Background: an optimization exercise with open tools, aiming at small area, a short achievable clock period and few clock cycles per item. Do not read the settings as production practice. Where RTL was checked, it was by simulation tests only, not by an equivalence proof against the original. Function not checked in runs 1 to 4: the RTL went through the layout flow alone. No activity file was given, so power comes from the tool's default toggle rates.

==> design.v <==
package bch_pkg;
	localparam logic [63:0] M_A1_63 = 64'h28140a052330180c;  
	localparam logic [63:0] M_R1_63 = 64'h0603201008040201;  
	localparam logic [63:0] M_A3_63 = 64'h092f3c1e0f2c160b;  
	localparam logic [63:0] M_R3_63 = 64'h2e17201008040201;  
	localparam logic [63:0] M_SQ_63 = 64'h00002b121e0b1001;  
	localparam logic [63:0] M_LT_63 = 64'h0000141e341c143a;  
	localparam logic [7:0]  L1_63   = 8'h3a;  
	localparam logic [8:0]  M3_63   = 9'h057;
	localparam int          NPOW_63 = 8;  
	localparam logic [63:0] POW_63 = 64'h1f0d2f0911130c01;
	localparam logic [63:0] M_A1_255 = 64'h261387cde8743a1d;  
	localparam logic [63:0] M_R1_255 = 64'h8040201008040201;  
	localparam logic [63:0] M_A3_255 = 64'hfe7f844221abee77;  
	localparam logic [63:0] M_R3_255 = 64'h8040201008040201;  
	localparam logic [63:0] M_SQ_255 = 64'hcb46918b42771001;  
	localparam logic [63:0] M_LT_255 = 64'hf61002642a242cd6;  
	localparam logic [7:0]  L1_255   = 8'hd6;  
	localparam logic [8:0]  M3_255   = 9'h177;
	localparam int          NPOW_255 = 32;  
	localparam logic [255:0] POW_255 = 256'h1b2cf712c3511c8295e3fce649a84f853b810dd9fefd655f5d466a9d8f4c1d01;
	localparam int Q63 = 8;
	function automatic logic [7:0] lin(input logic [7:0] x, input logic [63:0] m);
		lin = '0;
		for (int i = 0; i < 8; i++) begin
			if (x[i]) lin = lin ^ m[8*i +: 8];
		end
	endfunction
	function automatic logic [7:0] div_a(input logic is63, input logic [7:0] u);
		if (is63) div_a = {2'b00, u[0], u[5:1]} ^ {7'd0, u[0]};
		else div_a = {u[0], u[7:1]} ^ {4'd0, u[0], u[0], u[0], 1'b0};
	endfunction
	function automatic logic [7:0] div_x3(input logic is63, input logic [7:0] u);
		if (is63) div_x3 = 8'((u[0] ? ({1'b0, u} ^ M3_63) : {1'b0, u}) >> 1);
		else div_x3 = 8'((u[0] ? ({1'b0, u} ^ M3_255) : {1'b0, u}) >> 1);
	endfunction
	function automatic logic [7:0] add_mod(input logic is63, input logic [7:0] a,
		input logic [7:0] b);
		logic [7:0] g, t, gg, tt, gn, tn, c;
		logic       w;
		g = a & b;
		t = a ^ b;
		gg = g;
		tt = t;
		for (int d = 1; d < 8; d = d * 2) begin
			gn = gg;
			tn = tt;
			for (int i = d; i < 8; i++) begin
				gn[i] = gg[i] | (tt[i] & gg[i-d]);
				tn[i] = tt[i] & tt[i-d];
			end
			gg = gn;
			tt = tn;
		end
		w = is63 ? (gg[5] | tt[5]) : (gg[7] | tt[7]);
		c[0] = w;
		for (int i = 1; i < 8; i++) begin
			c[i] = gg[i-1] | (tt[i-1] & w);
		end
		add_mod = t ^ c;
		if (is63) add_mod[7:6] = 2'b00;
	endfunction
endpackage
module bch_syndrome (
	input                          clk,
	input                          rstn,
	input                          i_set,
	input  [1:0]                   i_code,
	input  [8-1:0]       i_data,
	output                         o_ready,
	output                         o_valid,
	input                          i_take,
	input                          i_free_next,
	output logic [7:0]             o_s1,
	output logic [7:0]             o_s3,
	output logic                   o_is63
);
	logic [4:0] cnt_q;
	logic       pend_q;
	logic       busy;
	logic       rdy_q;
	logic       pend_d;
	logic       en;
	logic       last;
	logic [7:0] bits;
	logic [7:0] s1_fb;
	logic [7:0] s3_fb;
	assign busy = (cnt_q != 5'd0);
	assign en = rdy_q;
	assign o_ready = rdy_q;
	assign pend_d = (en && last) || (pend_q && !i_take);
	assign last = busy && (cnt_q == (o_is63 ? 5'd7 : 5'd31));
	assign o_valid = pend_q;
	always_comb begin
		s1_fb = '0;
		s3_fb = '0;
		if (busy) begin
			if (o_is63) begin
				s1_fb = bch_pkg::lin(o_s1, bch_pkg::M_A1_63);
				s3_fb = bch_pkg::lin(o_s3, bch_pkg::M_A3_63);
			end else begin
				s1_fb = bch_pkg::lin(o_s1, bch_pkg::M_A1_255);
				s3_fb = bch_pkg::lin(o_s3, bch_pkg::M_A3_255);
			end
		end
		bits = {i_data[7] & busy, i_data[6:0]};
	end
	always_ff @(posedge clk or negedge rstn) begin
		if (!rstn) begin
			cnt_q <= '0;
			pend_q <= 1'b0;
			rdy_q <= 1'b1;
		end else begin
			if (busy) begin
				if (en) begin
					cnt_q <= last ? 5'd0 : cnt_q + 5'd1;
				end
			end else begin
				cnt_q <= {4'd0, en && i_set};
			end
			pend_q <= pend_d;
			rdy_q <= !pend_d || i_free_next;
		end
	end
	always_ff @(posedge clk) begin
		if (en) begin
			o_s1 <= s1_fb ^ bits;
			o_s3 <= s3_fb ^ bits;
			if (!busy) begin
				o_is63 <= (i_code == 2'd1);
			end
		end
	end
endmodule
module bch_berlekamp (
	input                          clk,
	input                          rstn,
	input                          i_valid,
	output                         o_take,
	output                         o_free_next,
	input  [7:0]                   i_s1,
	input  [7:0]                   i_s3,
	input                          i_is63,
	output logic                   o_finish,
	output [8-1:0]        o_odata
);
	logic       s_idle, s_a, s_b, s_c, s_e1, s_e2, s_add, s_sort, s_o0, s_o1;
	logic       n_idle, n_a, n_b, n_c, n_e1, n_e2, n_add, n_sort, n_o0, n_o1;
	logic [2:0] j_q;
	logic       is63_q;
	logic [7:0] z_q;
	logic [7:0] r_q;
	logic [7:0] a_q;
	logic       first_q;
	logic       valid_q;
	logic       hit_q;
	logic       zero_q;
	logic [4:0] gi_q;
	logic       hit_n;
	logic [4:0] gi_n;
	logic       zero;
	logic       found;
	logic [7:0] l;
	logic [7:0] z_step;
	logic       srch;
	logic [7:0] r_sq;
	logic [7:0] r_exp;
	logic [1:0] a_bits;
	logic       b_last;
	logic [7:0] y;
	logic [7:0] s1_red;
	logic [7:0] s3_red;
	logic [7:0] add_in;
	logic [7:0] p;
	logic       lt;
	logic       load;
	logic       is63_n;
	assign zero = zero_q;
	assign found = valid_q && (hit_q || zero);
	assign l = zero ? 8'd255 : {gi_q, j_q};
	always_comb begin
		if (is63_q) begin
			a_bits = {a_q[3'd5 - {j_q[1:0], 1'b0}], a_q[3'd4 - {j_q[1:0], 1'b0}]};
			r_sq = bch_pkg::lin(r_q, bch_pkg::M_SQ_63);
			y = bch_pkg::lin(r_q, bch_pkg::M_LT_63) ^ bch_pkg::L1_63;
			b_last = (j_q == 3'd2);
		end else begin
			a_bits = {a_q[3'd7 - {j_q[1:0], 1'b0}], a_q[3'd6 - {j_q[1:0], 1'b0}]};
			r_sq = bch_pkg::lin(r_q, bch_pkg::M_SQ_255);
			y = bch_pkg::lin(r_q, bch_pkg::M_LT_255) ^ bch_pkg::L1_255;
			b_last = (j_q == 3'd3);
		end
		r_exp = a_bits[0] ? bch_pkg::div_x3(is63_q, r_sq) : r_sq;
		if (a_bits[1]) r_exp = bch_pkg::div_x3(is63_q, bch_pkg::div_x3(is63_q, r_exp));
		z_step = bch_pkg::div_a(is63_q, z_q);
		if (i_is63) begin
			s1_red = bch_pkg::lin(i_s1, bch_pkg::M_R1_63);
			s3_red = bch_pkg::lin(i_s3, bch_pkg::M_R3_63);
		end else begin
			s1_red = i_s1;
			s3_red = i_s3;
		end
	end
	assign add_in = first_q ? r_q : z_q;
	assign p = bch_pkg::add_mod(is63_q, a_q, add_in);
	assign lt = (r_q < z_q);
	assign load = (s_idle || s_o1) && i_valid;
	assign o_take = load;
	always_comb begin
		n_idle = (s_idle || s_o1) && !i_valid;
		n_a = load || (s_a && !found);
		n_b = (s_a && found && !zero) || (s_b && !b_last);
		n_c = s_b && b_last;
		n_e1 = s_c || (s_e1 && !found);
		n_e2 = (s_e1 && found) || (s_e2 && !found);
		n_add = s_e2 && found;
		n_sort = s_add;
		n_o0 = s_sort || (s_a && found && zero);
		n_o1 = s_o0;
	end
	assign o_free_next = n_idle || n_o1;
	assign is63_n = load ? i_is63 : is63_q;
	bch_chien u_search (
		.i_z    (z_q),
		.i_is63 (is63_q),
		.o_hit  (hit_n),
		.o_i    (gi_n)
	);
	always_ff @(posedge clk or negedge rstn) begin
		if (!rstn) begin
			s_idle <= 1'b1;
			s_a <= 1'b0;
			s_b <= 1'b0;
			s_c <= 1'b0;
			s_e1 <= 1'b0;
			s_e2 <= 1'b0;
			s_add <= 1'b0;
			s_sort <= 1'b0;
			s_o0 <= 1'b0;
			s_o1 <= 1'b0;
			o_finish <= 1'b0;
		end else begin
			s_idle <= n_idle;
			s_a <= n_a;
			s_b <= n_b;
			s_c <= n_c;
			s_e1 <= n_e1;
			s_e2 <= n_e2;
			s_add <= n_add;
			s_sort <= n_sort;
			s_o0 <= n_o0;
			s_o1 <= n_o1;
			o_finish <= n_o0 || n_o1;
		end
	end
	always_ff @(posedge clk) begin
		hit_q <= hit_n;
		zero_q <= (z_q == 8'd0);
		gi_q <= gi_n;
		if (load || s_c || (s_e1 && found)) begin
			j_q <= 3'd7;
		end else if (s_a && found) begin
			j_q <= 3'd0;
		end else begin
			j_q <= j_q + 3'd1;
		end
		first_q <= s_e1 && found;
		is63_q <= is63_n;
		if (s_a && found) begin
			a_q <= l;
		end
		valid_q <= (s_a || s_e1 || s_e2) && !found;
		if (load) begin
			z_q <= s1_red;
		end else if (s_a) begin
			z_q <= (found && zero) ? 8'd255 : z_step;
		end else if (s_c) begin
			z_q <= y;
		end else if (s_e1) begin
			z_q <= found ? (y ^ 8'd1) : z_step;
		end else if (s_e2) begin
			z_q <= found ? l : z_step;
		end else if (s_add) begin
			z_q <= p;
		end else if (s_sort) begin
			if (lt) z_q <= r_q;
		end else if (s_o0) begin
			z_q <= r_q;
		end
		if (load) begin
			r_q <= s3_red;
		end else if (s_a && found && zero) begin
			r_q <= 8'd255;
		end else if (s_b) begin
			r_q <= r_exp;
		end else if (s_e1 && found) begin
			r_q <= l;
		end else if (first_q && r_q != 8'd255) begin
			r_q <= p;
		end else if (s_sort && lt) begin
			r_q <= z_q;
		end
	end
	assign o_odata = z_q;
endmodule
module bch_chien (
	input  [7:0]                   i_z,
	input                          i_is63,
	output logic                   o_hit,
	output logic [4:0]             o_i
);
	always_comb begin
		o_hit = 1'b0;
		o_i = '0;
		if (i_is63) begin
			for (int i = 0; i < bch_pkg::NPOW_63; i++) begin
				if (i_z == bch_pkg::POW_63[8*i +: 8]) begin
					o_hit = 1'b1;
					o_i = o_i | 5'(i);
				end
			end
		end else begin
			for (int i = 0; i < bch_pkg::NPOW_255; i++) begin
				if (i_z == bch_pkg::POW_255[8*i +: 8]) begin
					o_hit = 1'b1;
					o_i = o_i | 5'(i);
				end
			end
		end
	end
endmodule
module bch_decoder (
	input                      clk,
	input                      rstn,
	input                      i_set,
	input  [1:0]               i_code,
	input  [8-1:0]   i_data,
	output                     o_ready,
	output                     o_finish,
	output [8-1:0]    o_odata
);
	logic       syn_valid;
	logic       syn_take;
	logic       free_next;
	logic [7:0] s1;
	logic [7:0] s3;
	logic       is63;
	bch_syndrome u_syndrome (
		.clk     (clk),
		.rstn    (rstn),
		.i_set   (i_set),
		.i_code  (i_code),
		.i_data  (i_data),
		.o_ready (o_ready),
		.o_valid (syn_valid),
		.i_take  (syn_take),
		.i_free_next (free_next),
		.o_s1    (s1),
		.o_s3    (s3),
		.o_is63  (is63)
	);
	bch_berlekamp u_solver (
		.clk      (clk),
		.rstn     (rstn),
		.i_valid  (syn_valid),
		.o_take   (syn_take),
		.o_free_next (free_next),
		.i_s1     (s1),
		.i_s3     (s3),
		.i_is63   (is63),
		.o_finish (o_finish),
		.o_odata  (o_odata)
	);
endmodule
==> flow/run.sh <==
#!/bin/bash
# Standard layout, with timing repair aiming for 7 ns of setup slack at the
# 10 ns clock, so the paths are optimised for a shorter achieved period.
set -euo pipefail
bash standard.sh SETUP_SLACK_MARGIN=7 finish > make_finish.log 2>&1
==> standard.sh <==
#!/bin/bash
# synth_recipe.tcl (not shown) runs the flow's synth.tcl, then flattens the netlist and writes it again
# the make line also repeats each setting of config.mk as NAME=value (left out here)
make -C /OpenROAD-flow-scripts/flow DESIGN_CONFIG=/design/flow/config.mk WORK_HOME=/design/flow/orfs CLKGATE_MAP_FILE= SYNTH_SCRIPT=/design/flow/synth_recipe.tcl "${@:-finish}"
==> config.mk <==
export PLATFORM = sky130hd
export DESIGN_NAME = bch_decoder
export DESIGN_NICKNAME = bch_decoder
export VERILOG_FILES = /design/flow/design.v
export SDC_FILE = /design/flow/constraint.sdc
export NUM_CORES = 4
export LEC_CHECK = 0
export CAP_MARGIN = 20
export CORE_MARGIN = 2
export CORE_UTILIZATION = 40
export SLEW_MARGIN = 20
==> constraint.sdc <==
create_clock -name core_clock -period 10.0 [get_ports {clk}]
set_input_delay 2.0000 -clock core_clock [delete_from_list [all_inputs] [get_ports {clk}]]
set_output_delay 2.0000 -clock core_clock [all_outputs]
set_load 0.01 [all_outputs]
==> flow_metrics.tcl, run 1 <==
set metrics [dict create \
    status "no timing/DRC/antenna violations" \
    cts_buffer_depth 2 \
    yosysSeqAreaShare_pct 28.8 \
    clock_sinks 72 \
    wirelength_mm 23.5 \
    die_w_um 134 \
    io_buffer_count 22 \
    cpPeakStageDelay_ns 0.48 \
    syn_nets 870 \
    areaGrowthSynthToFinish_pct 24.8 \
    power_frac_clock_pct 23.6 \
    initial_utilization_pct 40.9 \
    endpoint_kind "flip-flop" \
    rsz0062_at_grt "true" \
    dpl.hpwl_mm 14.5 \
    final_common_cell "nand2_1" \
    row_count 47 \
    wl_per_cell_um 21.1 \
    hold_viol 0 \
    syn_area_mm2 0.00678 \
    skew_ns 0.00611 \
    p_int_uw 818 \
    crit_path_max_fanout 3 \
    core_mm2 0.0166 \
    chipHeight_um 134 \
    overflow 0 \
    hp-class "reg -> reg" \
    totalPowerFinal_mw 1.31 \
    ys.flop_type "edfxtp_1" \
    yosys_warnings 3 \
    cp.arrival_ns 3.51 \
    tightest_slew_ns 0.894 \
    track_usage_pct 25.3 \
    hold_buffers 0 \
    post-place-ws_ns 5.86 \
    power.leakage_nw 3.33 \
    vias 6866 \
    cp_slowest_cell "edfxtp_1" \
    grt_pass1_wl_mm 35.4 \
    worst-setup-path-type "reg -> reg" \
    cp_data_required_time_ns 10.11 \
    vias_per_cell 6.14 \
    period_needed_ns 3.41 \
    clock_latency_ns 0.35 \
    setup_tns_ns 0 \
    switching_share_pct 37.4 \
    p_sw_uw 489 \
    netlist_instances 831 \
    ioPinCount 23 \
    ir_drop_v 0.000169 \
    fmax_ghz 0.294 \
    startpoint_type "flip-flop" \
    layout_common_cells "79 x nand2_1, 77 x buf_4, 73 x xnor2_1" \
    setup-violations-final 0 \
    ys_top_cells_by_area "edfxtp_1 19%, xnor2_1 10%, xor2_1 6.2%, dfrtp_1 5.9%, ha_1 4.6%" \
    cts.clk_slew.worst_paths_ns 0.06 \
    comb_power_share_pct 41.8 \
    ys_ff_latch 72 \
    finalWorstSetupSlack_ns 6.59 \
    fill_cells 1529 \
    finalCritPeriodShare_pct 34.1 \
    p_per_area_mw_per_mm2 155 \
    cts_made_buffers 9 \
    tritoncts "done" \
    synth_top_area_share_pct 18.6 \
    postSynth.asyncResetShare_pct 25.0 \
    yosysTopAreaCell "edfxtp_1" \
    antenna_found_initial 0 \
    antennaDiodeCount 0 \
    ant_nets 0 \
    grt_max_degree 43 \
    path_cells "nand2_1 -> o21ai_2 -> ha_2 -> buf_4 -> o21a_4 -> nor3_4 -> or2_4 -> fa_2 -> xnor2_2 -> mux2i_1 -> nor2_1 -> a31oi_1 -> o22ai_1 -> a221oi_1 -> a311oi_1 -> a21o_1" \
    layout-drive-gt1-share_pct 22.8 \
    first_global_vias 6307 \
    slew_headroom_pct 40.2 \
    dieArea_mm2 0.0180 \
    syn_avg_cell_area_um2 8.16 \
    synth_cell_types 71 \
    synth_edf_count 42 \
    gp_congestion 0.975 \
    htree_levels 3 \
    drt_iter0_markers 1061 \
    slew_viol_final 0 \
    drcViolationCount 0 \
    nNetsFinal 932 \
    drt_first_pass_iters 8 \
    cap_viol_max_count 0 \
    cts-root-buf "clkbuf_16" \
    p_seq_share_pct 34.6 \
]
==> Yosys cell counts, drive strengths merged, types with 6 or more instances <==
library cell   n
nand4         12
or2           13
a211oi         8
nor4          11
nor2          61
o22ai         10
nor3          19
nand2b         6
a21o           9
inv           27
dfrtp         16
nand2         80
nand3         16
a31oi         20
o211ai        12
mux2i         18
xor2          49
clkbuf        52
a21oi         54
and2           6
nor2b          6
edfxtp        42
and3          12
o21ai         63
dfxtp         12
xnor2         80
buf           13
ha            25
o31ai          7
==> final timing paths <==
kind	start	to	slack (ns)	cells past startpoint
max	u_solver.r_q[6]	u_solver.z_q[1]	6.59	16
min	u_solver.s_o0	u_solver.s_o1	0.43	0
max reg2reg	u_solver.r_q[6]	u_solver.z_q[1]	6.59	16
min reg2reg	u_solver.s_o0	u_solver.s_o1	0.43	0
max in group asynchronous	rstn	u_syndrome.cnt_q[2]	7.29	1
min in group asynchronous	rstn	u_solver.s_b	2.15	1
==> worst max-delay path: cells and delay by family (launching register included) <==
family	cells	cell delay, ns
AND/OR/NAND/NOR	4	0.52
AO/OA/AOI/OAI	7	1.02
flip-flops	1	0.48
buffers and inverters	1	0.12
multiplexers	1	0.16
XOR/XNOR	1	0.16
adder cells (fa/ha/maj)	2	0.70
==> cell families after synthesis <==
family,share of synthesized area (%)
AO/OA/AOI/OAI,21.4
XOR/XNOR,17.2
adder cells (fa/ha/maj),4.91
buffers and inverters,5.76
flip-flops,28.8
multiplexers,3.88
AND/OR/NAND/NOR,18.1
==> flip-flops by register name (all words and copies together) (netlist names), 3 cells and up, named ones only <==
signal and flops:
u_solver.a_q 8, u_solver.r_q 8, u_solver.z_q 8, u_syndrome.o_s1 8, u_syndrome.o_s3 8, u_solver.gi_q 5
u_syndrome.cnt_q 5, u_solver.j_q 3
==> metrics by stage <==
stage	std cells	hold slack, ns	util (%)	area [um2]
final	1118	0.432	51.0	8460
after floorplan	831	0.352	-	6840
after detailed placement	1015	0.428	42.7	7080
after global placement	1015	0.417	42.7	7080
after global routing	1118	0.451	51.0	8460
after CTS	1093	0.439	48.2	8000
==> metal layers <==
metal | GRT usage [%] | routed length (um) | vias to the layer above
li1 | - | - | 3116
met1 | 33.2 | 9380 | 3169
met2 | 41.1 | 10700 | 463
met3 | 4.57 | 2230 | 118
met4 | 10.6 | 1270 | 0
met5 | 0 | 0 | -
==> final cells by class <==
type                    instances  area [um2]  share of cell area (%)
clock inverters                 6        42.5                   0.503
repair buffers                115        1020                    12.1
multi-input cells             664        4790                    56.7
clock buffers                  10         229                    2.71
flip-flops and latches         72        1960                    23.2
well taps                     220         275                    3.25
inverters                      31         129                    1.52
==> power groups by stage <==
stage          logic, mW  clock network, mW  registers (mW)
5_1_grt            0.613              0.322           0.461
3_5_place_dp       0.538                  0           0.460
3_3_place_gp       0.534                  0           0.460
6_report           0.546              0.308           0.453
4_1_cts            0.549              0.312           0.453
2_1_floorplan      0.489                  0           0.417
==> repair_timing <==
item | CTS | global route
gates resized for setup | 80 | 59
pin swaps | 12 | 19
endpoints found under the setup margin | 43 | 31
setup buffers | 60 | 24
gates cloned | 2 | 1
hold endpoints to repair | 0 | 0
==> run 2, diff against run 1 <==
==> flow/run.sh (replaced) <==
#!/bin/bash
# Standard layout, with timing repair aiming for 6.5 ns of setup slack at the
# 10 ns clock, so the paths are optimised for a shorter achieved period.
set -euo pipefail
bash standard.sh SETUP_SLACK_MARGIN=6.5 finish > make_finish.log 2>&1
==> run 2 against run 1 <==
Final cell count fell by 2.9%. Clock skew up 0.0056 ns. Global-route usage fell by 1.9 points. Still clean on timing, DRC and antenna. Highest routed layer unchanged.
==> flow_metrics.tcl, run 2 <==
set metrics [dict create \
    status "no timing/DRC/antenna violations" \
    layout-drive-gt1-share_pct 13.4 \
    ys.flop_type "edfxtp_1" \
    setup_tns_ns 0 \
    die_w_um 134 \
    drcViolationCount 0 \
    post-place-ws_ns 5.86 \
    r2r_start "u_solver.r_q[7]" \
    synth_edf_count 42 \
    io_buffer_count 22 \
    ys_top_cells_by_area "edfxtp_1 19%, xnor2_1 10%, xor2_1 6.2%, dfrtp_1 5.9%, ha_1 4.6%" \
    rrSetupSlack_ns 6.46 \
    hp-class "reg -> reg" \
    synth-adder-area-share_pct 4.91 \
    antenna_found_initial 0 \
    yosys-top-cells-count "80 x nand2_1, 78 x xnor2_1, 61 x nor2_1, 61 x o21ai_0, 54 x a21oi_1" \
    ant_nets 0 \
    synth_compound_area_share_pct 21.4 \
    clock_latency_ns 0.34 \
    wl_per_cell_um 19.6 \
    wirelength_mm 21.2 \
    finalCritPeriodShare_pct 35.8 \
    slew_headroom_pct 40.4 \
    synthMuxAreaShare_pct 3.88 \
    netlist_instances 831 \
    hold_buffers 0 \
    startpoint_type "flip-flop" \
    path_cells "buf_4 -> buf_4 -> clkdlybuf4s50_1" \
    critPathBufInv 3 \
    cap_viol_max_count 0 \
    yosysSeqAreaShare_pct 28.8 \
    gp_congestion 0.966 \
    synth_top_area_share_pct 18.6 \
    finalWorstSetupSlack_ns 6.42 \
    skew_ns 0.0117 \
    clock_sinks 72 \
    layout.cells.non_filler 1086 \
    dp.cells 1016 \
    cpMostUsedCell "buf_4" \
    grt_max_degree 43 \
    cts.clk_slew.worst_paths_ns 0.05 \
    yosys_warnings 3 \
    fmax_ghz 0.279 \
    rsz0062_at_grt "true" \
    vias 6453 \
    ir_drop_v 0.000222 \
    cp_slowest_cell "clkdlybuf4s50_1" \
    cts_made_buffers 9 \
    synth_top_family_by_area "compound AO/OA/AOI/OAI gates" \
    fin_area_mm2 0.00784 \
    syn_area_mm2 0.00678 \
    worst-r2r-cell-count 16 \
    nNetsFinal 900 \
    cts_buffer_depth 2 \
    initial_utilization_pct 40.9 \
    yosysTopAreaCell "edfxtp_1" \
    p_per_area_mw_per_mm2 165 \
    htree_levels 3 \
    ioPinCount 23 \
    hold_viol 0 \
    chipHeight_um 134 \
    power.leakage_nw 3.05 \
    first_global_vias 5905 \
    syn_avg_cell_area_um2 8.16 \
    r2r-end "u_solver.z_q[1]" \
    drt_iter0_markers 795 \
    cp_top_family "buffers and inverters" \
    cp_data_required_time_ns 8.00 \
    dpl_cell_area_mm2 0.00708 \
    yosysMostFrequentCell "nand2_1" \
    ys_ff_latch 72 \
    holdPathEnd "u_solver.s_o1" \
    grt_pass1_wl_mm 32.8 \
    tightest_slew_ns 0.891 \
    timing.hold.ws_ns 0.427 \
    slew_viol_final 0 \
    syn_nets 870 \
    hold_path_depth 0 \
    track_usage_pct 23.4 \
    period_needed_ns 3.58 \
    synthXorXnorAreaFrac_pct 17.2 \
    vias_per_cell 5.94 \
    tritoncts "done" \
    setup-violations-final 0 \
    final_common_cell "nand2_1" \
    cts-root-buf "clkbuf_16" \
    postSynth.asyncResetShare_pct 25.0 \
    dpl.hpwl_mm 14.5 \
    areaGrowthSynthToFinish_pct 15.6 \
    antennaDiodeCount 0 \
    layout_common_cells "80 x nand2_1, 77 x xnor2_1, 61 x nor2_1" \
    overflow 0 \
    synth_simple_gate_area_share_pct 18.1 \
    holdCritStartpoint "u_solver.s_o0" \
    dieArea_mm2 0.0180 \
    drt_first_pass_iters 6 \
    core_mm2 0.0166 \
    synth_cell_types 71 \
    worst-setup-path-type "reg -> out" \
    crit_path_max_fanout 3 \
    cpPeakStageDelay_ns 0.47 \
    row_count 47 \
    cp.arrival_ns 1.58 \
    endpoint_kind "primary output" \
]
run 2: cell counts after synthesis:
Identical to the previous run, type by type.
run 2: how the worst max path moves through the flow:
stage	startpoint	to	slack, ns	cells after the start
after global placement	u_solver.z_q[4]	u_solver.z_q[1]	5.99	16
after CTS	u_solver.r_q[7]	u_solver.z_q[1]	6.28	16
after global routing	u_solver.r_q[1]	u_solver.z_q[1]	6.31	16
after detailed placement	u_solver.z_q[4]	u_solver.z_q[1]	5.86	16
after floorplan	u_solver.z_q[5]	u_solver.z_q[1]	6.45	20
final	u_solver.z_q[2]	o_odata[2]	6.42	3
run 2: metal layers:
metal | up-vias | GRT usage [%] | wire length [um]
li1 | 3051 | - | -
met1 | 2938 | 31.4 | 9020
met2 | 384 | 35.6 | 9180
met3 | 80 | 5.67 | 2020
met4 | 0 | 10.8 | 1030
met5 | - | 0 | 0
run 2: cell families (layout without fill, tap and decap cells):
logic type                 Yosys count  in the layout
AOI/OAI and AO/OA                  230            230
and+or+nand+nor                    256            256
muxes                               22             22
DFF                                 72             72
adders and majority gates           26             26
buffers and inverters               96            131
xor gates and xnor gates           129            129
run 2: cell type report:
cell class | count | area, um2
Inverter | 31 | 128
Sequential cell | 72 | 1960
Clock inverter | 2 | 15.0
Multi-Input combinational cell | 663 | 4500
Fill cell | 1623 | 8750
Timing Repair Buffer | 84 | 708
Clock buffer | 14 | 254
Tap cell | 220 | 275
run 2: worst register-to-register path, stage by stage (launching register included):
cell	delay, ns
edfxtp_1	0.54
nand2_1	0.11
o21ai_0	0.10
ha_1	0.38
a21oi_1	0.10
o22ai_2	0.18
a41oi_1	0.09
or2_4	0.29
fa_2	0.35
xnor2_2	0.16
mux2i_1	0.13
nor2_1	0.06
a31oi_1	0.19
o22ai_1	0.11
a221oi_2	0.23
a311oi_1	0.07
a21o_1	0.19
run 2: repair_timing:
item                       4_1_cts  5_1_grt
gates resized for setup          6       15
gates cloned                     0        0
buffers inserted                18       36
setup endpoints to repair       18       12
pin swaps                        0        3
hold endpoints to repair         0        0
run 2: metrics by stage:
step / util, % / power (mW)
floorplan: - / 0.906
global placement: 42.7 / 0.996
detailed placement: 42.7 / 0.997
CTS: 45.2 / 1.31
global route: 47.2 / 1.39
finish: 47.2 / 1.29
run 2: where the power goes:
part / internal (mW) / switching, mW / total [mW]
registers: 0.382 / 0.0707 / 0.452
logic: 0.267 / 0.276 / 0.543
clock network: 0.176 / 0.124 / 0.300
==> run 3, diff against run 2 <==
--- a/design.v
+++ b/design.v
@@ -270,35 +270,33 @@
 			a_q <= l;
 		end
 		valid_q <= (s_a || s_e1 || s_e2) && !found;
-		if (load) begin
-			z_q <= s1_red;
+		if (s_add) begin
+			z_q <= p;
+		end else if (s_e2) begin
+			z_q <= found ? l : z_step;
+		end else if (s_e1) begin
+			z_q <= found ? (y ^ 8'd1) : z_step;
 		end else if (s_a) begin
 			z_q <= (found && zero) ? 8'd255 : z_step;
 		end else if (s_c) begin
 			z_q <= y;
-		end else if (s_e1) begin
-			z_q <= found ? (y ^ 8'd1) : z_step;
-		end else if (s_e2) begin
-			z_q <= found ? l : z_step;
-		end else if (s_add) begin
-			z_q <= p;
-		end else if (s_sort) begin
-			if (lt) z_q <= r_q;
-		end else if (s_o0) begin
+		end else if (s_o0 || (s_sort && lt)) begin
 			z_q <= r_q;
+		end else if (load) begin
+			z_q <= s1_red;
 		end
-		if (load) begin
-			r_q <= s3_red;
-		end else if (s_a && found && zero) begin
-			r_q <= 8'd255;
-		end else if (s_b) begin
-			r_q <= r_exp;
+		if (first_q && r_q != 8'd255) begin
+			r_q <= p;
 		end else if (s_e1 && found) begin
 			r_q <= l;
-		end else if (first_q && r_q != 8'd255) begin
-			r_q <= p;
+		end else if (s_b) begin
+			r_q <= r_exp;
 		end else if (s_sort && lt) begin
 			r_q <= z_q;
+		end else if (s_a && found && zero) begin
+			r_q <= 8'd255;
+		end else if (load) begin
+			r_q <= s3_red;
 		end
 	end
 	assign o_odata = z_q;
==> run 3 against run 2 <==
Final cell count decreased by 0.18%. Synthesized cell count increased by 1.2%. Worst hold slack improved by 0.015 ns. Area after synthesis increased by 2.4%. Utilization decreased by 1.5 points. Critical path type unchanged. Worst setup slack improved by 0.024 ns. Global-route usage decreased by 0.10 points. Clock skew decreased by 0.0059 ns. Power increased by 12%. Highest routed layer unchanged.
==> flow_metrics.tcl, run 3 <==
set metrics [dict create \
    layout-drive-gt1-share_pct 10.2 \
    skew_ns 0.00582 \
    htree_levels 3 \
    yosysTopAreaCell "edfxtp_1" \
    wl_per_cell_um 19.4 \
    slew_headroom_pct 38.8 \
    wirelength_mm 21.0 \
    cts_made_buffers 9 \
    yosys-top-cells-count "91 x nand2_1, 78 x xnor2_1, 76 x nor2_1, 68 x o21ai_0, 52 x a21oi_1" \
    ant_nets 0 \
    hold_viol 0 \
    fin_area_mm2 0.00782 \
    critPathBufInv 1 \
    hp-class "reg -> reg" \
    synth_cell_types 79 \
    cp_slowest_cell "dfstp_4" \
    fill_cells 1685 \
    ioPinCount 23 \
    clock_latency_ns 0.34 \
    power.leakage_nw 3.06 \
    drt_first_pass_iters 5 \
    p_per_area_mw_per_mm2 186 \
    vias_per_cell 5.82 \
    yosysSeqAreaShare_pct 28.2 \
    tightest_slew_ns 0.915 \
    endpoint_kind "primary output" \
    netlist_instances 841 \
    chipHeight_um 136 \
    finalCritPeriodShare_pct 35.6 \
    core_mm2 0.0171 \
    cap_viol_max_count 0 \
    drcViolationCount 0 \
    die_w_um 136 \
    cp_data_required_time_ns 8.00 \
    antenna_found_initial 0 \
    track_usage_pct 23.3 \
    setup-violations-final 0 \
    grt_pass1_wl_mm 33.1 \
    vias 6311 \
    overflow 0 \
    ys.flop_type "edfxtp_1" \
    ys_top_cells_by_area "edfxtp_1 18%, xnor2_1 9.8%, xor2_1 5.9%, dfrtp_1 5.8%, nand2_1 4.9%" \
    cp_top_family "flip-flops" \
    layout_common_cells "90 x nand2_1, 77 x xnor2_1, 76 x nor2_1" \
    slew_viol_final 0 \
    totalPowerFinal_mw 1.46 \
    tritoncts "done" \
    syn_nets 880 \
    syn_avg_cell_area_um2 8.25 \
    dpl_cell_area_mm2 0.00727 \
    dieArea_mm2 0.0184 \
    postSynth.asyncResetShare_pct 25.0 \
    startpoint_type "flip-flop" \
    initial_utilization_pct 40.5 \
    grt_max_degree 47 \
    yosys_warnings 3 \
    syn_area_mm2 0.00694 \
    dpl.hpwl_mm 14.7 \
    antennaDiodeCount 0 \
    path_cells "clkdlybuf4s50_1" \
    fmax_ghz 0.281 \
    drt_iter0_markers 623 \
    synth_top_area_share_pct 18.2 \
    cpPeakStageDelay_ns 0.67 \
    cts-root-buf "clkbuf_16" \
    cp.arrival_ns 1.56 \
    io_buffer_count 22 \
    row_count 48 \
    ys_ff_latch 72 \
    setup_tns_ns 0 \
    gp_congestion 0.971 \
    nNetsFinal 893 \
    period_needed_ns 3.56 \
    clock_sinks 72 \
    yosysMostFrequentCell "nand2_1" \
    cts.clk_slew.worst_paths_ns 0.06 \
    rsz0062_at_grt "true" \
    cts_buffer_depth 2 \
    hold_buffers 0 \
    areaGrowthSynthToFinish_pct 12.8 \
    synth_edf_count 42 \
    status "no timing/DRC/antenna violations" \
    first_global_vias 5818 \
    crit_path_max_fanout 7 \
    worst-setup-path-type "reg -> out" \
    final_common_cell "nand2_1" \
    ir_drop_v 0.000181 \
]
[run 3: area by class of cell]
cell class                      instances  area (um2)  area share, %
Multi-Input combinational cell        683        4650           59.4
Sequential cell                        72        1960           25.0
Timing Repair Buffer                   59         513           6.56
Tap cell                              225         282           3.60
Clock buffer                           12         258           3.29
Inverter                               29         109           1.39
Clock inverter                          4        52.6          0.672
[run 3: what timing repair did]
| action | CTS | global route |
|---|---|---|
| pin swaps | 0 | 0 |
| endpoints found under the setup margin | 28 | 7 |
| resized for setup | 3 | 7 |
| hold endpoints to repair | 0 | 0 |
| setup buffers | 14 | 13 |
[run 3: power breakdown]
part | total [mW] | switching (mW) | internal, mW
logic | 0.653 | 0.327 | 0.325
clock network | 0.339 | 0.130 | 0.209
registers | 0.464 | 0.0672 | 0.397
total | 1.46 | 0.525 | 0.932
[run 3: kinds of logic (layout without fill, tap and decap cells)]
logic type,after synthesis,after routing,synth area share (%)
simple gates,274,274,18.2
compound gates,219,219,20.1
flops,72,72,28.2
buf+inv,86,104,5.21
fa+ha+maj,26,26,4.80
mux,31,31,5.16
xor+xnor,133,133,18.3
[run 3: layer usage]
metal / up-vias / wire length [um] / GRT usage [%]
met5: - / 0 / 0
met4: 0 / 638 / 8.45
met3: 44 / 1620 / 3.63
met2: 299 / 9630 / 37.1
met1: 2949 / 9130 / 32.0
li1: 3019 / - / -
[run 3: stage by stage]
stage	util [%]	hold WS, ns	setup slack, ns	std cells
after global routing	45.7	0.477	6.43	1084
final	45.7	0.441	6.44	1084
after CTS	45.0	0.439	6.23	1071
after global placement	42.5	0.426	6.22	1041
after detailed placement	42.5	0.431	6.10	1041
after floorplan	-	0.388	6.58	841
[run 3: path summary, 6_finish.rpt]
| path | slack, ns | cells after the start | from | endpoint |
|---|---|---|---|---|
| setup / recovery | 6.44 | 1 | u_syndrome.rdy_q | o_ready |
| hold / removal | 0.44 | 1 | u_syndrome.pend_q | u_solver.s_idle |
| setup reg to reg | 6.69 | 12 | u_solver.z_q[0] | u_solver.r_q[1] |
| hold reg to reg | 0.44 | 1 | u_syndrome.pend_q | u_solver.s_idle |
| max in group asynchronous | 7.26 | 1 | rstn | u_solver.o_finish |
| min in group asynchronous | 2.17 | 1 | rstn | u_solver.s_c |
[run 3: worst reg2reg max path, stage by stage (launching register included)]
cell	delay (ns)
edfxtp_1	0.44
inv_1	0.14
o21ai_0	0.39
ha_1	0.34
and3_1	0.18
a21oi_1	0.13
o21ai_0	0.13
a21oi_1	0.21
inv_1	0.10
fa_1	0.45
xnor2_2	0.22
o21ai_0	0.11
a211o_1	0.22
==> run 4, diff against run 3 <==
==> flow/run.sh (replaced) <==
#!/bin/bash
# Standard layout, with timing repair aiming for 7 ns of setup slack at the
# 10 ns clock, so the paths are optimised for a shorter achieved period.
set -euo pipefail
bash standard.sh SETUP_SLACK_MARGIN=7 finish > make_finish.log 2>&1
==> run 4 against run 3 <==
Flip-flop and latch count stayed put. Combinational power increased by 1%. Routed wire length up 6.0%. Clock-buffer cell count fell by 3. Die area is the same. Still clean on timing, DRC and antenna. Largest power group unchanged. Synthesized cell count stayed put.
==> flow_metrics.tcl, run 4 <==
set metrics [dict create \
    initial_utilization_pct 40.5 \
    ioPinCount 23 \
    startpoint_type "flip-flop" \
    cts.clk_slew.worst_paths_ns 0.06 \
    layout.cells.non_filler 1114 \
    layout_common_cells "90 x nand2_1, 76 x nor2_1, 76 x xnor2_1" \
    endpoint_kind "primary output" \
    synth_top_area_share_pct 18.2 \
    use_met3_pct 5.16 \
    cpPeakStageDelay_ns 0.42 \
    yosys_warnings 3 \
    fill_cells 1664 \
    hold_viol 0 \
    p_seq_share_pct 31.4 \
    skew_ns 0.00753 \
    worst-setup-path-type "reg -> out" \
    dpl.hpwl_mm 14.7 \
    wl_per_cell_um 20.0 \
    totalPowerFinal_mw 1.48 \
    cts_buffer_depth 2 \
    slew_viol_final 0 \
    status "no timing/DRC/antenna violations" \
    postSynth.asyncResetShare_pct 25.0 \
    clock_sinks 72 \
    core_mm2 0.0171 \
    drcViolationCount 0 \
    hp-class "reg -> reg" \
    die_w_um 136 \
    syn_area_mm2 0.00694 \
    ys_ff_latch 72 \
    setup_tns_ns 0 \
    grt_pass1_wl_mm 34.5 \
    slew_headroom_pct 48.2 \
    synth_cell_types 79 \
    setup-violations-final 0 \
    period_needed_ns 3.12 \
    grt_most_used_layer "met2" \
    synth_edf_count 42 \
    critPathBufInv 3 \
    clock_latency_ns 0.34 \
    p_sw_uw 535 \
    vias_per_cell 5.92 \
    yosysTopAreaCell "edfxtp_1" \
    chipHeight_um 136 \
    overflow 0 \
    power_frac_clock_pct 24.0 \
    switching_share_pct 36.1 \
    ir_drop_v 0.000176 \
    drt_first_pass_iters 6 \
    ff_latch_area_mm2 0.00196 \
    rsz0062_at_grt "true" \
    nNetsFinal 923 \
    cp.arrival_ns 1.12 \
    use_met2_pct 37.1 \
    io_buffer_count 22 \
    cts_made_buffers 9 \
    yosys-top-cells-count "91 x nand2_1, 78 x xnor2_1, 76 x nor2_1, 68 x o21ai_0, 52 x a21oi_1" \
    multiInputGateArea_mm2 0.00477 \
    netlist_instances 841 \
    cp_top_family "flip-flops" \
    dieArea_mm2 0.0184 \
    vias 6597 \
    crit_path_max_fanout 2 \
    antennaDiodeCount 0 \
    grt_max_degree 39 \
    ys_top_cells_by_area "edfxtp_1 18%, xnor2_1 9.8%, xor2_1 5.9%, dfrtp_1 5.8%, nand2_1 4.9%" \
    syn_nets 880 \
    fmax_ghz 0.320 \
    cp_data_required_time_ns 8.00 \
    track_usage_pct 24.3 \
    path_cells "buf_6 -> buf_6 -> buf_6" \
    finalCritPeriodShare_pct 31.2 \
    gp_congestion 0.938 \
    p_per_area_mw_per_mm2 179 \
    hold_buffers 0 \
    cpMostUsedCell "buf_6" \
    dp.cells 1041 \
    cts-root-buf "clkbuf_16" \
    p_int_uw 947 \
    comb_power_share_pct 44.7 \
    yosysSeqAreaShare_pct 28.2 \
    yosysMostFrequentCell "nand2_1" \
    layout-drive-gt1-share_pct 18.2 \
    cp_slowest_cell "edfxtp_1" \
    syn_avg_cell_area_um2 8.25 \
    cap_viol_max_count 0 \
    ys.flop_type "edfxtp_1" \
    final_common_cell "nand2_1" \
    drt_iter0_markers 745 \
    tightest_slew_ns 0.762 \
    ant_nets 0 \
    antenna_found_initial 0 \
    row_count 48 \
    power.leakage_nw 3.27 \
    wirelength_mm 22.3 \
    first_global_vias 6156 \
    areaGrowthSynthToFinish_pct 19.1 \
    htree_levels 3 \
    use_met1_pct 32.8 \
    tritoncts "done" \
]
run 4: power groups by stage:
| stage | registers [mW] | logic, mW | clock network, mW |
|---|---|---|---|
| 2_1_floorplan | 0.434 | 0.567 | 0 |
| 5_1_grt | 0.473 | 0.746 | 0.369 |
| 3_5_place_dp | 0.473 | 0.649 | 0 |
| 6_report | 0.465 | 0.662 | 0.355 |
| 3_3_place_gp | 0.471 | 0.643 | 0 |
| 4_1_cts | 0.465 | 0.659 | 0.359 |
run 4: kinds of logic after synthesis:
logic type      after synthesis  synth area share (%)
flops                        72                  28.2
xor+xnor                    133                  18.3
fa+ha+maj                    26                  4.80
buf+inv                      86                  5.21
simple gates                274                  18.2
mux                          31                  5.16
compound gates              219                  20.1
run 4: final timing paths:
check,startpoint,end,slack [ns],cells after the start
setup reg to reg,u_solver.z_q[5],u_solver.r_q[0],6.95,13
min in group asynchronous,rstn,async pin,1.62,1
max in group asynchronous,rstn,u_solver.s_idle,8.01,1
hold reg to reg,u_syndrome.pend_q,u_solver.s_idle,0.44,1
hold / removal,u_syndrome.pend_q,u_solver.s_idle,0.44,1
setup / recovery,u_solver.z_q[5],o_odata[5],6.88,3
run 4: final cells by class:
cell class / count / share of cell area [%]
clock buffers: 9 / 2.73
inverters: 29 / 1.53
flip-flops and latches: 72 / 23.8
clock inverters: 7 / 1.11
repair buffers: 89 / 9.66
multi-input cells: 683 / 57.8
well taps: 225 / 3.41
run 4: stage by stage:
step / utilization, % / hold slack (ns) / area (um2) / setup WS, ns
floorplan: - / 0.388 / 6970 / 7.01
global placement: 42.5 / 0.427 / 7270 / 6.18
detailed placement: 42.5 / 0.429 / 7270 / 6.08
CTS: 46.8 / 0.440 / 8010 / 6.90
global route: 48.3 / 0.477 / 8260 / 6.83
finish: 48.3 / 0.438 / 8260 / 6.88
run 4: metal layers:
metal,up-vias,share of wire (%)
met5,-,0
met4,0,5.3
met3,87,8.2
met2,323,43
met1,3111,43
li1,3076,-
run 4: what timing repair did:
| action | 4_1_cts | 5_1_grt |
|---|---|---|
| cloned | 1 | 0 |
| resized for setup | 69 | 45 |
| setup buffers | 42 | 14 |
| pin swaps | 9 | 19 |
| endpoints found under the setup margin | 42 | 39 |
==> run 5, diff against run 4 <==
--- a/design.v
+++ b/design.v
@@ -144,14 +144,13 @@
 	output logic                   o_finish,
 	output [8-1:0]        o_odata
 );
-	logic       s_idle, s_a, s_b, s_c, s_e1, s_e2, s_add, s_sort, s_o0, s_o1;
-	logic       n_idle, n_a, n_b, n_c, n_e1, n_e2, n_add, n_sort, n_o0, n_o1;
+	logic       s_idle, s_a, s_b, s_c, s_e1, s_e2, s_sort, s_o0, s_o1;
+	logic       n_idle, n_a, n_b, n_c, n_e1, n_e2, n_sort, n_o0, n_o1;
 	logic [2:0] j_q;
 	logic       is63_q;
 	logic [7:0] z_q;
 	logic [7:0] r_q;
 	logic [7:0] a_q;
-	logic       first_q;
 	logic       valid_q;
 	logic       hit_q;
 	logic       zero_q;
@@ -170,7 +169,6 @@
 	logic [7:0] y;
 	logic [7:0] s1_red;
 	logic [7:0] s3_red;
-	logic [7:0] add_in;
 	logic [7:0] p;
 	logic       lt;
 	logic       load;
@@ -201,8 +199,7 @@
 			s3_red = i_s3;
 		end
 	end
-	assign add_in = first_q ? r_q : z_q;
-	assign p = bch_pkg::add_mod(is63_q, a_q, add_in);
+	assign p = zero ? 8'd255 : bch_pkg::add_mod(is63_q, a_q, {gi_q, j_q});
 	assign lt = (r_q < z_q);
 	assign load = (s_idle || s_o1) && i_valid;
 	assign o_take = load;
@@ -213,8 +210,7 @@
 		n_c = s_b && b_last;
 		n_e1 = s_c || (s_e1 && !found);
 		n_e2 = (s_e1 && found) || (s_e2 && !found);
-		n_add = s_e2 && found;
-		n_sort = s_add;
+		n_sort = s_e2 && found;
 		n_o0 = s_sort || (s_a && found && zero);
 		n_o1 = s_o0;
 	end
@@ -234,7 +230,6 @@
 			s_c <= 1'b0;
 			s_e1 <= 1'b0;
 			s_e2 <= 1'b0;
-			s_add <= 1'b0;
 			s_sort <= 1'b0;
 			s_o0 <= 1'b0;
 			s_o1 <= 1'b0;
@@ -246,7 +241,6 @@
 			s_c <= n_c;
 			s_e1 <= n_e1;
 			s_e2 <= n_e2;
-			s_add <= n_add;
 			s_sort <= n_sort;
 			s_o0 <= n_o0;
 			s_o1 <= n_o1;
@@ -264,16 +258,13 @@
 		end else begin
 			j_q <= j_q + 3'd1;
 		end
-		first_q <= s_e1 && found;
 		is63_q <= is63_n;
 		if (s_a && found) begin
 			a_q <= l;
 		end
 		valid_q <= (s_a || s_e1 || s_e2) && !found;
-		if (s_add) begin
-			z_q <= p;
-		end else if (s_e2) begin
-			z_q <= found ? l : z_step;
+		if (s_e2) begin
+			z_q <= found ? p : z_step;
 		end else if (s_e1) begin
 			z_q <= found ? (y ^ 8'd1) : z_step;
 		end else if (s_a) begin
@@ -285,10 +276,8 @@
 		end else if (load) begin
 			z_q <= s1_red;
 		end
-		if (first_q && r_q != 8'd255) begin
+		if (s_e1 && found) begin
 			r_q <= p;
-		end else if (s_e1 && found) begin
-			r_q <= l;
 		end else if (s_b) begin
 			r_q <= r_exp;
 		end else if (s_sort && lt) begin
==> flow/run.sh (replaced) <==
#!/bin/bash
# Standard layout, with timing repair aiming for 6.5 ns of setup slack at the
# 10 ns clock, so the paths are optimised for a shorter achieved period.
set -euo pipefail
bash standard.sh SETUP_SLACK_MARGIN=6.5 finish > make_finish.log 2>&1
==> run 5 against run 4 <==
Maximum frequency fell by 11%. Register-to-register slack worse by 0.29 ns. Power decreased by 1.2%. Synthesized cell count is 12% lower. Clock power decreased by 3%. First-iteration DRC count shrank 3.6%. Clock skew up 0.0013 ns. Sequential share of layout area grew 3.4 points.
==> flow_metrics.tcl, run 5 <==
set metrics [dict create \
    overflow 0 \
    io_buffer_count 22 \
    syn_area_mm2 0.00630 \
    yosysMostFrequentCell "nand2_1" \
    antenna_found_initial 0 \
    core_mm2 0.0153 \
    drt_iter0_markers 718 \
    finalWorstSetupSlack_ns 6.50 \
    rrSetupSlack_ns 6.66 \
    period_needed_ns 3.50 \
    drt_first_pass_iters 7 \
    cap_viol_max_count 0 \
    initial_utilization_pct 41.1 \
    cp.arrival_ns 1.50 \
    clock_sinks 70 \
    startpoint_type "flip-flop" \
    cts-root-buf "clkbuf_16" \
    cp_slowest_cell "dfstp_4" \
    cts_buffer_depth 2 \
    cts_made_buffers 9 \
    skew_ns 0.00879 \
    ys_top_cells_by_area "edfxtp_1 20%, xnor2_1 9.5%, xor2_1 6.4%, dfrtp_1 6.0%, nand2_1 4.4%" \
    row_count 45 \
    tritoncts "done" \
    wl_per_cell_um 19.5 \
    first_global_vias 5417 \
    ys.flop_type "edfxtp_1" \
    vias 5654 \
    yosysTopAreaCell "edfxtp_1" \
    netlist_instances 744 \
    fin_area_mm2 0.00705 \
    ir_drop_v 0.000215 \
    clock_latency_ns 0.35 \
    yosys-top-cells-count "74 x nand2_1, 68 x xnor2_1, 63 x nor2_1, 46 x xor2_1, 44 x o21ai_0" \
    cpPeakStageDelay_ns 0.63 \
    yosys_warnings 3 \
    multiInputGateArea_mm2 0.00412 \
    syn_avg_cell_area_um2 8.46 \
    worst-setup-path-type "reg -> out" \
    power.leakage_nw 2.73 \
    yosysSeqAreaShare_pct 30.3 \
    dieArea_mm2 0.0168 \
    finalCritPeriodShare_pct 35.0 \
    tightest_slew_ns 0.787 \
    drcViolationCount 0 \
    dpl_cell_area_mm2 0.00660 \
    hp-class "reg -> reg" \
    status "no timing/DRC/antenna violations" \
    gp_congestion 0.968 \
    layout_common_cells "74 x nand2_1, 68 x xnor2_1, 63 x nor2_1" \
    track_usage_pct 23.0 \
    ioPinCount 23 \
    antennaDiodeCount 0 \
    synth_cell_types 68 \
    setup-violations-final 0 \
    ff_latch_area_mm2 0.00191 \
    areaGrowthSynthToFinish_pct 12.0 \
    slew_viol_final 0 \
    fmax_ghz 0.286 \
    postSynth.asyncResetShare_pct 24.3 \
    final_common_cell "nand2_1" \
    post-place-ws_ns 6.22 \
    path_cells "clkdlybuf4s50_1" \
    nNetsFinal 779 \
    hold_viol 0 \
    ant_nets 0 \
    syn_nets 780 \
    wirelength_mm 18.7 \
    cp_data_required_time_ns 8.00 \
    synth_edf_count 42 \
    dpl.hpwl_mm 13.4 \
    grt_pass1_wl_mm 29.7 \
    vias_per_cell 5.90 \
    slew_headroom_pct 47.4 \
    htree_levels 3 \
    rsz0062_at_grt "true" \
    critPathBufInv 1 \
    grt_max_degree 42 \
    synth_top_area_share_pct 20.0 \
    crit_path_max_fanout 3 \
    setup_tns_ns 0 \
    layout-drive-gt1-share_pct 8.82 \
    p_per_area_mw_per_mm2 208 \
    cp_top_family "flip-flops" \
    die_w_um 129 \
    chipHeight_um 129 \
    cts.clk_slew.worst_paths_ns 0.06 \
    endpoint_kind "primary output" \
    ys_ff_latch 70 \
    hold_buffers 0 \
    fill_cells 1510 \
]
[run 5: changes by cell type in the layout (fill, tap and decap cells not counted), sizes merged, moves of 11 or more]
cell,change
nand2,-17
clkdlybuf4s50,+11
o21ai,-22
buf,-57
nor2,-13
a21oi,-14
[run 5: layout make-up]
type / instances / area share (%)
tap: 211 / 3.74
clock inverter: 7 / 1.24
sequential: 70 / 27.1
inverter: 21 / 1.12
timing repair buffer: 40 / 5.09
multi-input combinational: 601 / 58.5
clock buffer: 9 / 3.19
[run 5: what timing repair did]
item | CTS | global route
resized for setup | 2 | 5
endpoints found under the setup margin | 21 | 4
buffers inserted | 10 | 3
[run 5: per-layer routing]
metal | GRT usage [%] | up-vias | wire (um)
li1 | - | 2655 | -
met4 | 10.3 | 0 | 641
met5 | 0 | - | 0
met3 | 4.42 | 48 | 1340
met2 | 38.0 | 248 | 8980
met1 | 29.1 | 2703 | 7710
[run 5: worst paths after layout]
path | from | end | cells past startpoint
setup / recovery | u_syndrome.rdy_q | o_ready | 1
hold / removal | u_syndrome.pend_q | u_solver.s_idle | 1
setup reg to reg | u_solver.j_q[0] | u_solver.z_q[1] | 11
hold reg to reg | u_syndrome.pend_q | u_solver.s_idle | 1
max in group asynchronous | rstn | async pin | 1
min in group asynchronous | rstn | u_solver.s_c | 1
[run 5: cells by family (layout without fill, tap and decap cells)]
group	after synthesis	count (layout)	synth area share [%]
buffers and inverters	73	77	4.75
and+or+nand+nor	249	249	18.9
adders and majority gates	23	23	4.69
DFF	70	70	30.3
AOI/OAI and AO/OA	184	184	19.0
xor gates and xnor gates	122	122	18.1
muxes	23	23	4.15
[run 5: per-stage QoR]
step                      total power, mW  std cells  utilization (%)  hold WS (ns)
after floorplan                     0.994        744                -         0.396
after global placement               1.11        930             43.1         0.417
after CTS                            1.48        956             45.7         0.435
after detailed placement             1.12        930             43.1         0.426
after global routing                 1.56        959             46.0         0.450
final                                1.46        959             46.0         0.428
[run 5: where the power goes]
part	switching (mW)	internal [mW]	total [mW]
Clock	0.127	0.217	0.344
Combinational	0.335	0.325	0.660
Sequential	0.0719	0.389	0.461
Testbench counts of run 5, summed over its fixed seeds: cycles 14,575, frames 512.
==> run 6, diff against run 5 <==
==> flow/run.sh (replaced) <==
#!/bin/bash
# Standard layout, with timing repair aiming for 7.25 ns of setup slack at the
# 10 ns clock, so the paths are optimised for a shorter achieved period.
set -euo pipefail
bash standard.sh SETUP_SLACK_MARGIN=7.25 finish > make_finish.log 2>&1
==> run 6 against run 5 <==
Still clean. Critical path depth is the same. Sequential power is essentially flat. Final cell count grew 7.1%. Clock skew shrank 0.0018 ns. Critical path type unchanged. Critical endpoint unchanged.
==> flow_metrics.tcl, run 6 <==
set metrics [dict create \
    period_needed_ns 3.10 \
    cpPeakStageDelay_ns 0.65 \
    setup_tns_ns 0 \
    endpoint_kind "primary output" \
    drt_first_pass_iters 5 \
    startpoint_type "flip-flop" \
    yosys-top-cells-count "74 x nand2_1, 68 x xnor2_1, 63 x nor2_1, 46 x xor2_1, 44 x o21ai_0" \
    slew_headroom_pct 39.4 \
    vias_per_cell 5.96 \
    synth-adder-area-share_pct 4.69 \
    ant_nets 0 \
    layout_common_cells "73 x nand2_1, 73 x buf_4, 65 x xnor2_1" \
    core_mm2 0.0153 \
    crit_path_max_fanout 2 \
    cp_slowest_cell "dfstp_4" \
    cp.arrival_ns 1.10 \
    synth_top_area_share_pct 20.0 \
    overflow 0 \
    yosys_warnings 3 \
    drcViolationCount 0 \
    path_cells "buf_6" \
    dpl.hpwl_mm 13.4 \
    slew_viol_final 0 \
    first_global_vias 5982 \
    die_w_um 129 \
    ioPinCount 23 \
    gp_congestion 0.929 \
    cts_buffer_depth 2 \
    status "no timing/DRC/antenna violations" \
    dpl_cell_area_mm2 0.00663 \
    row_count 45 \
    synth_simple_gate_area_share_pct 18.9 \
    cts_made_buffers 9 \
    grt_pass1_wl_mm 32.7 \
    yosysTopAreaCell "edfxtp_1" \
    cp_top_family "flip-flops" \
    wl_per_cell_um 20.9 \
    fin_area_mm2 0.00807 \
    vias 6120 \
    skew_ns 0.00699 \
    layout-drive-gt1-share_pct 24.6 \
    dieArea_mm2 0.0168 \
    finalWorstSetupSlack_ns 6.90 \
    clock_sinks 70 \
    ir_drop_v 0.000233 \
    synthXorXnorAreaFrac_pct 18.1 \
    rrSetupSlack_ns 7.05 \
    tightest_slew_ns 0.909 \
    chipHeight_um 129 \
    yosysSeqAreaShare_pct 30.3 \
    grt_max_degree 35 \
    ys_top_cells_by_area "edfxtp_1 20%, xnor2_1 9.5%, xor2_1 6.4%, dfrtp_1 6.0%, nand2_1 4.4%" \
    hold_viol 0 \
    hp-class "reg -> reg" \
    io_buffer_count 22 \
    p_per_area_mw_per_mm2 180 \
    finalCritPeriodShare_pct 31.0 \
    yosysMostFrequentCell "nand2_1" \
    critPathBufInv 1 \
    synthMuxAreaShare_pct 4.15 \
    ys.flop_type "edfxtp_1" \
    fmax_ghz 0.322 \
    post-place-ws_ns 5.87 \
    cp_data_required_time_ns 8.00 \
    synth_top_family_by_area "compound AO/OA/AOI/OAI gates" \
    hold_buffers 0 \
    antennaDiodeCount 0 \
    rsz0062_at_grt "true" \
    antenna_found_initial 0 \
    synth_edf_count 42 \
    ys_ff_latch 70 \
    postSynth.asyncResetShare_pct 24.3 \
    netlist_instances 744 \
    syn_avg_cell_area_um2 8.46 \
    track_usage_pct 25.6 \
    syn_area_mm2 0.00630 \
    areaGrowthSynthToFinish_pct 28.2 \
    synth_cell_types 68 \
    worst-setup-path-type "reg -> out" \
    initial_utilization_pct 41.1 \
    cts-root-buf "clkbuf_16" \
    cap_viol_max_count 0 \
    htree_levels 3 \
    drt_iter0_markers 834 \
    power.leakage_nw 3.18 \
    wirelength_mm 21.4 \
    tritoncts "done" \
    nNetsFinal 847 \
    synth_compound_area_share_pct 19.0 \
    syn_nets 780 \
    setup-violations-final 0 \
    cts.clk_slew.worst_paths_ns 0.07 \
    clock_latency_ns 0.35 \
    fill_cells 1386 \
]
## run 6: cell counts after synthesis
No cell type changed its count.
## run 6: logic make-up after synthesis
group | count (synthesis)
AO/OA/AOI/OAI | 184
XOR/XNOR | 122
AND/OR/NAND/NOR | 249
multiplexers | 23
flip-flops | 70
adder cells (fa/ha/maj) | 23
buffers and inverters | 73
## run 6: what timing repair did
item | CTS | global route
setup endpoints to repair | 61 | 35
pin swaps | 13 | 35
gates cloned | 2 | 0
gates resized for setup | 92 | 52
buffers inserted | 60 | 20
## run 6: stage by stage
stage	power [mW]	std cells	hold slack, ns	utilization (%)
floorplan	0.994	744	0.396	-
global placement	1.10	929	0.419	43.3
detailed placement	1.11	929	0.450	43.3
CTS	1.45	1007	0.462	50.1
global route	1.56	1027	0.477	52.7
finish	1.45	1027	0.452	52.7
## run 6: area by class of cell
cell class / count / area, um2 / area share (%)
clock buffers: 10 / 250 / 3.10
clock inverters: 6 / 56.3 / 0.698
inverters: 21 / 82.6 / 1.02
multi-input cells: 601 / 4570 / 56.6
flip-flops and latches: 70 / 1920 / 23.8
well taps: 211 / 264 / 3.27
repair buffers: 108 / 928 / 11.5
## run 6: where the power goes
part	switching, mW	total, mW	internal [mW]
sequential	0.0726	0.461	0.389
clock	0.148	0.337	0.189
combinational	0.322	0.650	0.328
total	0.543	1.45	0.906
## run 6: layer usage
layer	vias up	track usage (%)	wire, um
met5	-	0	0
met4	0	13.7	1170
met3	92	5.53	1580
met2	343	44.2	10600
met1	2898	29.7	8090
li1	2787	-	-
## run 6: final timing paths
path / cells past startpoint / endpoint / from
setup / recovery: 1 / o_ready / u_syndrome.rdy_q
hold / removal: 1 / u_solver.s_idle / u_syndrome.pend_q
setup reg to reg: 11 / u_solver.z_q[1] / u_solver.a_q[0]
hold reg to reg: 1 / u_solver.s_idle / u_syndrome.pend_q
max in group asynchronous: 1 / u_solver.s_o0 / rstn
min in group asynchronous: 1 / u_solver.s_c / rstn
==> run 7, diff against run 6 <==
==> flow/run.sh (replaced) <==
#!/bin/bash
# Standard layout, with timing repair aiming for 7.5 ns of setup slack at the
# 10 ns clock, so the paths are optimised for a shorter achieved period.
set -euo pipefail
bash standard.sh SETUP_SLACK_MARGIN=7.5 finish > make_finish.log 2>&1
==> run 7 against run 6 <==
Worst hold slack worse by 0.018 ns. Maximum frequency is 0.47% higher. Area after synthesis stayed put. Worst setup slack better by 0.014 ns. Routed wire length is 1.5% higher. Clock-buffer cell count is 1 lower. Die area stayed put. Clock skew is 0.0025 ns higher. Utilization is 2.6 points higher. Final cell count is 1.7% higher.
==> flow_metrics.tcl, run 7 <==
set metrics [dict create \
    status "no timing/DRC/antenna violations" \
    drcViolationCount 0 \
    setup_tns_ns 0 \
    first_global_vias 6170 \
    postSynth.asyncResetShare_pct 24.3 \
    clock_sinks 70 \
    tritoncts "done" \
    cap_viol_max_count 0 \
    cp_data_required_time_ns 8.00 \
    row_count 45 \
    ys.flop_type "edfxtp_1" \
    yosys_warnings 3 \
    hp-class "reg -> reg" \
    vias 6236 \
    setup-violations-final 0 \
    clock_latency_ns 0.35 \
    use_met2_pct 43.5 \
    grt_most_used_layer "met2" \
    final_util_pct 55.3 \
    overflow 0 \
    drt_iter0_markers 761 \
    startpoint_type "flip-flop" \
    hold_viol 0 \
    fin_area_mm2 0.00847 \
    io_buffer_count 22 \
    grt_max_degree 39 \
    cpPeakStageDelay_ns 0.64 \
    final_common_cell "buf_4" \
    cts-root-buf "clkbuf_16" \
    core_mm2 0.0153 \
    use_met1_pct 32.5 \
    vias_per_cell 5.97 \
    comb_power_share_pct 46.6 \
    use_met3_pct 5.12 \
    p_per_area_mw_per_mm2 170 \
    die_w_um 129 \
    drt_first_pass_iters 6 \
    initial_utilization_pct 41.1 \
    p_int_uw 891 \
    power_frac_clock_pct 21.3 \
    yosysMostFrequentCell "nand2_1" \
    cts_made_buffers 9 \
    synth_edf_count 42 \
    period_needed_ns 3.09 \
    syn_area_mm2 0.00630 \
    switching_share_pct 38.2 \
    layout.cells.non_filler 1044 \
    cp_slowest_cell "dfstp_4" \
    areaGrowthSynthToFinish_pct 34.6 \
    ys_top_cells_by_area "edfxtp_1 20%, xnor2_1 9.5%, xor2_1 6.4%, dfrtp_1 6.0%, nand2_1 4.4%" \
    critPathBufInv 1 \
    endpoint_kind "primary output" \
    ys_ff_latch 70 \
    dpl_cell_area_mm2 0.00675 \
    syn_avg_cell_area_um2 8.46 \
    yosysSeqAreaShare_pct 30.3 \
    slew_viol_final 0 \
    finalCritPeriodShare_pct 30.9 \
    yosysTopAreaCell "edfxtp_1" \
    antenna_found_initial 0 \
    layout_common_cells "77 x buf_4, 69 x nand2_1, 63 x xnor2_1" \
    p_seq_share_pct 32.1 \
    netlist_instances 744 \
    chipHeight_um 129 \
    wirelength_mm 21.7 \
    hold_buffers 0 \
    skew_ns 0.00948 \
    nNetsFinal 864 \
    dieArea_mm2 0.0168 \
    cp_top_family "flip-flops" \
    grt_pass1_wl_mm 33.6 \
    cts_buffer_depth 2 \
    htree_levels 3 \
    rrSetupSlack_ns 7.18 \
    wl_per_cell_um 20.8 \
    antennaDiodeCount 0 \
    synth_top_area_share_pct 20.0 \
    path_cells "buf_6" \
    ioPinCount 23 \
    dpl.hpwl_mm 13.7 \
    p_sw_uw 550 \
    ir_drop_v 0.000187 \
    power.leakage_nw 3.34 \
    crit_path_max_fanout 2 \
    cp.arrival_ns 1.09 \
    dp.cells 929 \
    gp_congestion 0.939 \
    tightest_slew_ns 0.851 \
    worst-setup-path-type "reg -> out" \
    slew_headroom_pct 43.2 \
    totalPowerFinal_mw 1.44 \
    yosys-top-cells-count "74 x nand2_1, 68 x xnor2_1, 63 x nor2_1, 46 x xor2_1, 44 x o21ai_0" \
    layout-drive-gt1-share_pct 30.4 \
    ant_nets 0 \
    fmax_ghz 0.324 \
    cts.clk_slew.worst_paths_ns 0.06 \
    track_usage_pct 26.2 \
    synth_cell_types 68 \
    rsz0062_at_grt "true" \
    syn_nets 780 \
]
run 7: cell families (layout without fill, tap and decap cells):
kind of cell,count (synthesis),in the layout,synth area share [%]
XOR/XNOR,122,122,18.1
flip-flops,70,70,30.3
adder cells (fa/ha/maj),23,23,4.69
AO/OA/AOI/OAI,184,184,19.0
multiplexers,23,23,4.15
AND/OR/NAND/NOR,249,249,18.9
buffers and inverters,73,162,4.75
run 7: final cells by class:
type	instances	area, um2
Multi-Input combinational cell	601	4800
Tap cell	211	264
Sequential cell	70	1920
Inverter	21	95.1
Fill cell	1376	6840
Clock inverter	7	52.6
Timing Repair Buffer	125	1120
Clock buffer	9	225
run 7: power groups by stage:
| stage | Clock [mW] | Sequential [mW] | Combinational (mW) |
|---|---|---|---|
| after floorplan | 0 | 0.425 | 0.572 |
| final | 0.307 | 0.462 | 0.671 |
| after detailed placement | 0 | 0.470 | 0.654 |
| after global placement | 0 | 0.469 | 0.652 |
| after CTS | 0.314 | 0.462 | 0.665 |
| after global routing | 0.328 | 0.468 | 0.754 |
run 7: repair_timing:
item | 4_1_cts | 5_1_grt
pin swaps | 38 | 46
gates resized for setup | 132 | 58
setup endpoints to repair | 79 | 62
endpoints found under the hold margin | 0 | 0
setup buffers | 75 | 21
cloned | 3 | 0
run 7: final timing paths:
path | depth (start not counted) | end | start
max in group asynchronous | 1 | u_solver.s_sort | rstn
worst min-delay path | 1 | u_solver.s_idle | u_syndrome.pend_q
min in group asynchronous | 1 | u_solver.s_b | rstn
worst min register to register | 1 | u_solver.s_idle | u_syndrome.pend_q
worst max-delay path | 1 | o_ready | u_syndrome.rdy_q
worst max register to register | 11 | u_solver.z_q[1] | u_solver.a_q[5]
run 7: through the flow:
stage | setup WS (ns) | hold slack, ns
finish | 6.91 | 0.434
global route | 6.88 | 0.475
CTS | 6.89 | 0.435
detailed placement | 5.99 | 0.426
global placement | 6.03 | 0.417
floorplan | 7.30 | 0.396
run 7: layer usage:
layer	vias to the layer above	share of wire, %
met4	0	5.5
met1	2973	39
met3	93	7.3
met2	345	48
li1	2825	-
met5	-	0

-- what the ideal ports hide --
In the flow no input, the clock included, has a driving cell. The finished layouts below were timed again as built, in two steps. Step 1: set_driving_cell puts a clkbuf_16 on clk and a buf_2 on each other input, an assumption about the parent block. Step 2, shift: input delay + t, output delay - t, t = (earliest + latest rising clock arrival at the registers) / 2. This alone moves slack from input paths to output paths. a / b / c = ideal ports / drivers / drivers and shift; a / b = the first two.
run | t, ns | setup WS [ns] | worst setup path after step 2 | latest minus earliest clock arrival (ns) | pins driven straight from the clock port
run 1 | 0.394 | 6.595 / 6.595 / 6.595 | register to register | 0.006 / 0.007 | 1
run 2 | 0.384 | 6.418 / 6.374 / 6.462 | register to register | 0.012 / 0.013 | 1
run 3 | 0.377 | 6.442 / 6.403 / 6.694 | register to register | 0.006 / 0.006 | 1
run 4 | 0.373 | 6.875 / 6.835 / 6.827 | input to register | 0.008 / 0.008 | 1
run 5 | 0.387 | 6.498 / 6.455 / 6.660 | register to register | 0.011 / 0.011 | 1
run 6 | 0.391 | 6.895 / 6.853 / 7.048 | input to register | 0.008 / 0.008 | 1
run 7 | 0.386 | 6.909 / 6.869 / 7.175 | input to register | 0.012 / 0.011 | 1
After both steps setup and hold are still met in every run listed. The setup slack of run 4, which loses most, moves by -0.040 ns with the drivers and by -0.048 ns with both steps.
